From an optimization exercise on the open Yosys and OpenROAD flow, aimed at small area, a short achievable clock period and few clock cycles per item; shortcuts taken in it are not production practice. Function was checked by simulation only, so behaviour that the tests miss may differ from the original. Power figures rest on the tool's default switching activity, not on a simulated workload.

Setup of exp/maple:
==> flow/design.v (excerpt) <==
module sorted_stream_merge_core (
  input  logic        clk,
  input  logic        rst,
  input  logic        push_valid,
  output logic        push_ready,
  input  logic [33:0] push_data,
  output logic        merge_valid,
  input  logic        merge_ready,
  output logic [34:0] merge_data
);
  localparam int DEPTH = ssm_pkg::QUEUE_DEPTH;
  localparam int PTR_W = ssm_pkg::PTR_W;
  localparam int CNT_W = ssm_pkg::CNT_W;
  localparam int VW    = ssm_pkg::VALUE_W;
  localparam int NIN   = 3;    
  logic          q_v    [NIN];
  logic          q_list [NIN];
  logic [VW-1:0] q_val  [NIN];
  logic          q_end  [NIN];
  logic          p_valid, p_list, p_end;
  logic [VW-1:0] p_val;
  logic          s_valid, s_list, s_end;
  logic [VW-1:0] s_val;
  assign {p_valid, p_list, p_val, p_end} = {q_v[0], q_list[0], q_val[0], q_end[0]};
  assign {s_valid, s_list, s_val, s_end} = {q_v[1], q_list[1], q_val[1], q_end[1]};
  logic          r_valid, r2_valid;
  logic [34:0]   r_data, r2_data;
  localparam int NSLOT = DEPTH - 1;
  logic [VW-1:0]    mem [NSLOT];
  logic [VW-1:0]    head;       
  logic [NSLOT-1:0] rn, wr;     
  logic [CNT_W-1:0] cnt;        
  logic [CNT_W-1:0] tot;        
  logic [CNT_W-1:0] owed;       
  logic             owed_src;
  logic             owed_last;
  logic             own;
  logic             end_a, end_b;
  assign push_ready  = !q_v[NIN-1];
  assign merge_valid = r_valid;
  assign merge_data  = r_data;
  function automatic logic [1:0] cmp2(input logic [VW-1:0] x, input logic [VW-1:0] y);
    logic [VW-1:0] lt, gt;
    integer l, i;
    lt = ~x & y;
    gt = x & ~y;
    lt[VW-1] = x[VW-1] & ~y[VW-1];
    gt[VW-1] = ~x[VW-1] & y[VW-1];
    for (l = 0; l < 5; l = l + 1) begin
      for (i = 0; i < VW / 2; i = i + 1) begin
  ...
clock: 8.0 ns
lec_check: 0
cap_margin: 20
core_margin: 2
core_utilization: 55
cts_cluster_diameter: 60
cts_cluster_size: 20
place_density: 0.7
setup_slack_margin: 5.0
slew_margin: 20
tns_end_percent: 2
run.sh (not shown) runs the stock make flow with config.mk's settings and CLKGATE_MAP_FILE= SYNTH_SCRIPT=/design/flow/synth_recipe.tcl, a recipe that flattens the netlist after the stock synthesis.
Testbench counts of exp/maple, summed over its fixed seeds: cycles 5,128, items 4,231.
Setup changes, exp/maple to exp/garnet
- CORE_UTILIZATION changed from 55 to 40
- PLACE_DENSITY changed from 0.7 to 0.6
- SETUP_SLACK_MARGIN changed from 5.0 to 4.85
Results
Going from exp/maple to exp/garnet, share of power burned in registers shrinks by 0.4 points. Of exp/garnet and exp/maple, the run reporting the higher part of the total power dissipated in combinational logic was exp/maple. Diff exp/maple..exp/garnet | count of state elements after synthesis | unchanged. The final area was comparable across exp/garnet and exp/maple. Compared with exp/maple, exp/garnet shows a higher clock buffer instance count of the final layout. exp/garnet -> exp/maple: number of multi-input combinational cells in the layout flat. In exp/garnet the instance count on the critical path turned out 1 higher than in exp/maple. exp/garnet vs. exp/maple: wire length went up by 2.2%.
Inputs modified between exp/garnet and exp/cedar:
- changing SETUP_SLACK_MARGIN from 4.85 to 5.0
exp/garnet ended up with met4 as its top layer used by detailed routing; exp/cedar ended up with met5.
In the flow results for exp/garnet and exp/cedar, the number of cells in the finished layout apart from fillers is larger on exp/cedar.
Delta (exp/cedar minus exp/garnet): clock sink count did not really move, routed metal-1 wirelength went up 1.3%.
Here is what was changed in the inputs of exp/pepper compared with exp/cedar.
- TNS_END_PERCENT changed from 2 to 0
==> results.txt <==
Comparing exp/cedar and exp/pepper, the higher sequential share of layout area was measured on exp/pepper.
Taking exp/cedar as the reference, in exp/pepper global-route usage now smaller, cell area reported after detailed placement now smaller, register-to-register setup slack now smaller, number of buffers and inverters on the critical path now larger.

Another version of the RTL of sorted_stream_merge_core (not shown whole).
Size: roughly 2500 cells after synthesis, roughly 75 I/O pins, ~0.032 sq mm of cells after synthesis.
==> flow/config.mk <==
export PLATFORM = sky130hd
export DESIGN_NAME = sorted_stream_merge_core
export DESIGN_NICKNAME = sorted_stream_merge_core
export VERILOG_FILES = /design/flow/design.v
export SDC_FILE = /design/flow/constraint.sdc
export NUM_CORES = 4
export LEC_CHECK = 0
export CAP_MARGIN = 20
export CORE_MARGIN = 2
export CORE_UTILIZATION = 40
export CTS_CLUSTER_DIAMETER = 60
export CTS_CLUSTER_SIZE = 20
export PLACE_DENSITY = 0.6
export SETUP_SLACK_MARGIN = 5.0
export SLEW_MARGIN = 20
==> flow/constraint.sdc <==
create_clock -name core_clock -period 8.0 [get_ports {clk}]
set_input_delay 1.6000 -clock core_clock [delete_from_list [all_inputs] [get_ports {clk}]]
set_output_delay 1.6000 -clock core_clock [all_outputs]
set_load 0.01 [all_outputs]
The first run produced a clean layout.
Testbench counts at the start, summed over its fixed seeds: cycles 5,128, items 4,231.
Rerun with:
- CTS_BUF_LIST: unset -> sky130_fd_sc_hd__clkbuf_8
- TNS_END_PERCENT: unset -> 10
What happened: Setup slack gains 120 ps. Routed wire length falls by 5.8%. Worst hold slack gains 4.3 ps. Clock power falls by 28%.
Rerun with:
- CTS_BUF_LIST: sky130_fd_sc_hd__clkbuf_8 -> unset
The new run finished with timing, DRC and antenna clean.
Design area grows slightly.
Count of clock-buffer cells in the layout grows by 20.
Core utilization grows by 0.19 points.
Worst setup slack degrades by 36 ps.
Clock skew shrinks by 7.7 ps.
Area after synthesis does not change.
Cell count stays flat.
Routed wire length shrinks by a few percent.
Die area does not change.
Critical path depth shrinks by 4.
Rerun with:
- SETUP_SLACK_MARGIN: 5.0 -> 4.5
The changed run finished with timing, DRC and antenna clean.
Clock skew is about the same.
Design area goes down by a few percent.
Total power goes down by a few percent.
Count of clock-buffer cells in the layout is unchanged.
Clock power barely changes.
Rerun with:
- SETUP_SLACK_MARGIN: 4.5 -> 5.0
- TNS_END_PERCENT: 10 -> 2
Effect: Critical path depth goes up by 2; non-clock buffer count goes up by 69; clock skew drops by 31 ps; utilization goes up by 1.9 points; worst setup slack improved by 230 ps; wire length goes up by 4.0%; clock power stays flat; cell area increases by 4.2%.

sorted_stream_merge_core, a different RTL version from the one above (not shown whole).
Size: roughly 75 I/O pins, about 0.029 sq mm of cells after synthesis.
==> flow/design.v (excerpt) <==
module sorted_stream_merge_core (
  input  logic        clk,
  input  logic        rst,
  input  logic        push_valid,
  output logic        push_ready,
  input  logic [33:0] push_data,
  output logic        merge_valid,
  input  logic        merge_ready,
  output logic [34:0] merge_data
);
==> flow/config.mk <==
export PLATFORM = sky130hd
export DESIGN_NAME = sorted_stream_merge_core
export DESIGN_NICKNAME = sorted_stream_merge_core
export VERILOG_FILES = /design/flow/design.v
export SDC_FILE = /design/flow/constraint.sdc
export NUM_CORES = 4
export LEC_CHECK = 0
export CAP_MARGIN = 20
export CORE_MARGIN = 2
export CORE_UTILIZATION = 40
export CTS_CLUSTER_DIAMETER = 80
export CTS_CLUSTER_SIZE = 30
export PLACE_DENSITY = 0.6
export SETUP_SLACK_MARGIN = 5.0
export SLEW_MARGIN = 20
==> flow/constraint.sdc <==
create_clock -name core_clock -period 8.0 [get_ports {clk}]
set_input_delay 1.6000 -clock core_clock [delete_from_list [all_inputs] [get_ports {clk}]]
set_output_delay 1.6000 -clock core_clock [all_outputs]
set_load 0.01 [all_outputs]
Testbench counts at the start, summed over its fixed seeds: cycles 5,055, items 4,231.
Edit:
--- a/flow/config.mk
+++ b/flow/config.mk
@@ -9,6 +9,6 @@
 export CORE_MARGIN = 2
-export CORE_UTILIZATION = 40
+export CORE_UTILIZATION = 60
 export CTS_CLUSTER_DIAMETER = 80
 export CTS_CLUSTER_SIZE = 30
-export PLACE_DENSITY = 0.6
+export PLACE_DENSITY = 0.7
 export SETUP_SLACK_MARGIN = 5.0
The changed run finished with timing, DRC and antenna clean. Area after synthesis stays the same. Design area falls by 3.4%. Sequential cell count stays the same. Clock power grows by 12%.

the previous run:
Another version of the RTL of sorted_stream_merge_core (not shown whole).
Size: ~1800 cells after synthesis, ~75 I/O pins, roughly 30000 um^2 of cells after synthesis.
clock: 8.0 ns
lec_check: 0
cap_margin: 20
core_margin: 2
core_utilization: 60
place_density: 0.7
setup_slack_margin: 3.0
slew_margin: 20
The previous run was carried through to the last stage, and its layout satisfied the timing, DRC and antenna checks.
Testbench counts of the previous run, summed over its fixed seeds: cycles 5,095, items 4,231.
For the current run, these inputs were changed with respect to the previous run:
--- a/flow/config.mk
+++ b/flow/config.mk
@@ -8,6 +8,5 @@
 export CAP_MARGIN = 20
 export CORE_MARGIN = 2
-export CORE_UTILIZATION = 60
-export PLACE_DENSITY = 0.7
-export SETUP_SLACK_MARGIN = 3.0
+export CORE_UTILIZATION = 40
+export PLACE_DENSITY = 0.6
 export SLEW_MARGIN = 20
The final clock period utilization by the worst path of the current run is higher than that of the previous run. The current run vs. the previous run: global-route track usage on met3 went down by 2.4 points. The area of placed instances reported for the current run is greater than that of the previous run by about 1.4%. The current run against the previous run; die area is up by more than a quarter. The internal power was comparable across the current run and the previous run. The current run vs. the previous run: via count went down by about 0.9%.

==> re-timing with driven ports <==
In the flow no input, the clock included, has a driving cell. The finished layouts below were timed again as built, in two steps.
Step 1: set_driving_cell puts a clkbuf_16 on clk and a buf_2 on each other input, an assumption about the parent block.
Step 2, shift: input delay + t, output delay - t, t = (earliest + latest rising clock arrival at the registers) / 2. This alone moves slack from input paths to output paths.
a / b / c = ideal / step 1 / step 2; a / b = the first two.
run | t (ns) | setup WS [ns] | worst setup path at the end | worst register clock-pin slew, ns
exp/maple | 0.684 | 4.730 / 4.730 / 4.156 | input to register | 0.09 / 0.09
exp/garnet | 0.700 | 4.740 / 4.740 / 4.098 | input to register | 0.09 / 0.09
exp/cedar | 0.707 | 4.825 / 4.793 / 4.114 | input to register | 0.09 / 0.09
exp/pepper | 0.704 | 4.753 / 4.753 / 4.109 | input to register | 0.09 / 0.09
the first run of note 2 | 0.710 | 4.559 / 4.575 / 3.882 | input to register | 0.09 / 0.09
the second run of note 2 | 0.756 | 4.680 / 4.646 / 3.957 | input to register | 0.12 / 0.12
the third run of note 2 | 0.696 | 4.643 / 4.643 / 4.002 | input to register | 0.09 / 0.09
the fourth run of note 2 | 0.689 | 4.396 / 4.396 / 3.825 | input to register | 0.09 / 0.09
the fifth run of note 2 | 0.692 | 4.625 / 4.651 / 3.965 | input to register | 0.09 / 0.09
the first run of note 3 | 0.716 | 3.828 / 3.828 / 3.349 | input to register | 0.12 / 0.12
the second run of note 3 | 0.671 | 3.813 / 3.813 / 3.411 | input to register | 0.12 / 0.12
the previous run | 0.657 | 3.238 / 3.238 / 2.653 | input to register | 0.06 / 0.06
the current run | 0.656 | 2.855 / 2.855 / 2.515 | input to register | 0.06 / 0.06
After both steps setup and hold are still met in every run listed. For the second run of note 2, which loses most, drivers alone change the setup slack by -0.034 ns; drivers and shift together by -0.723 ns.
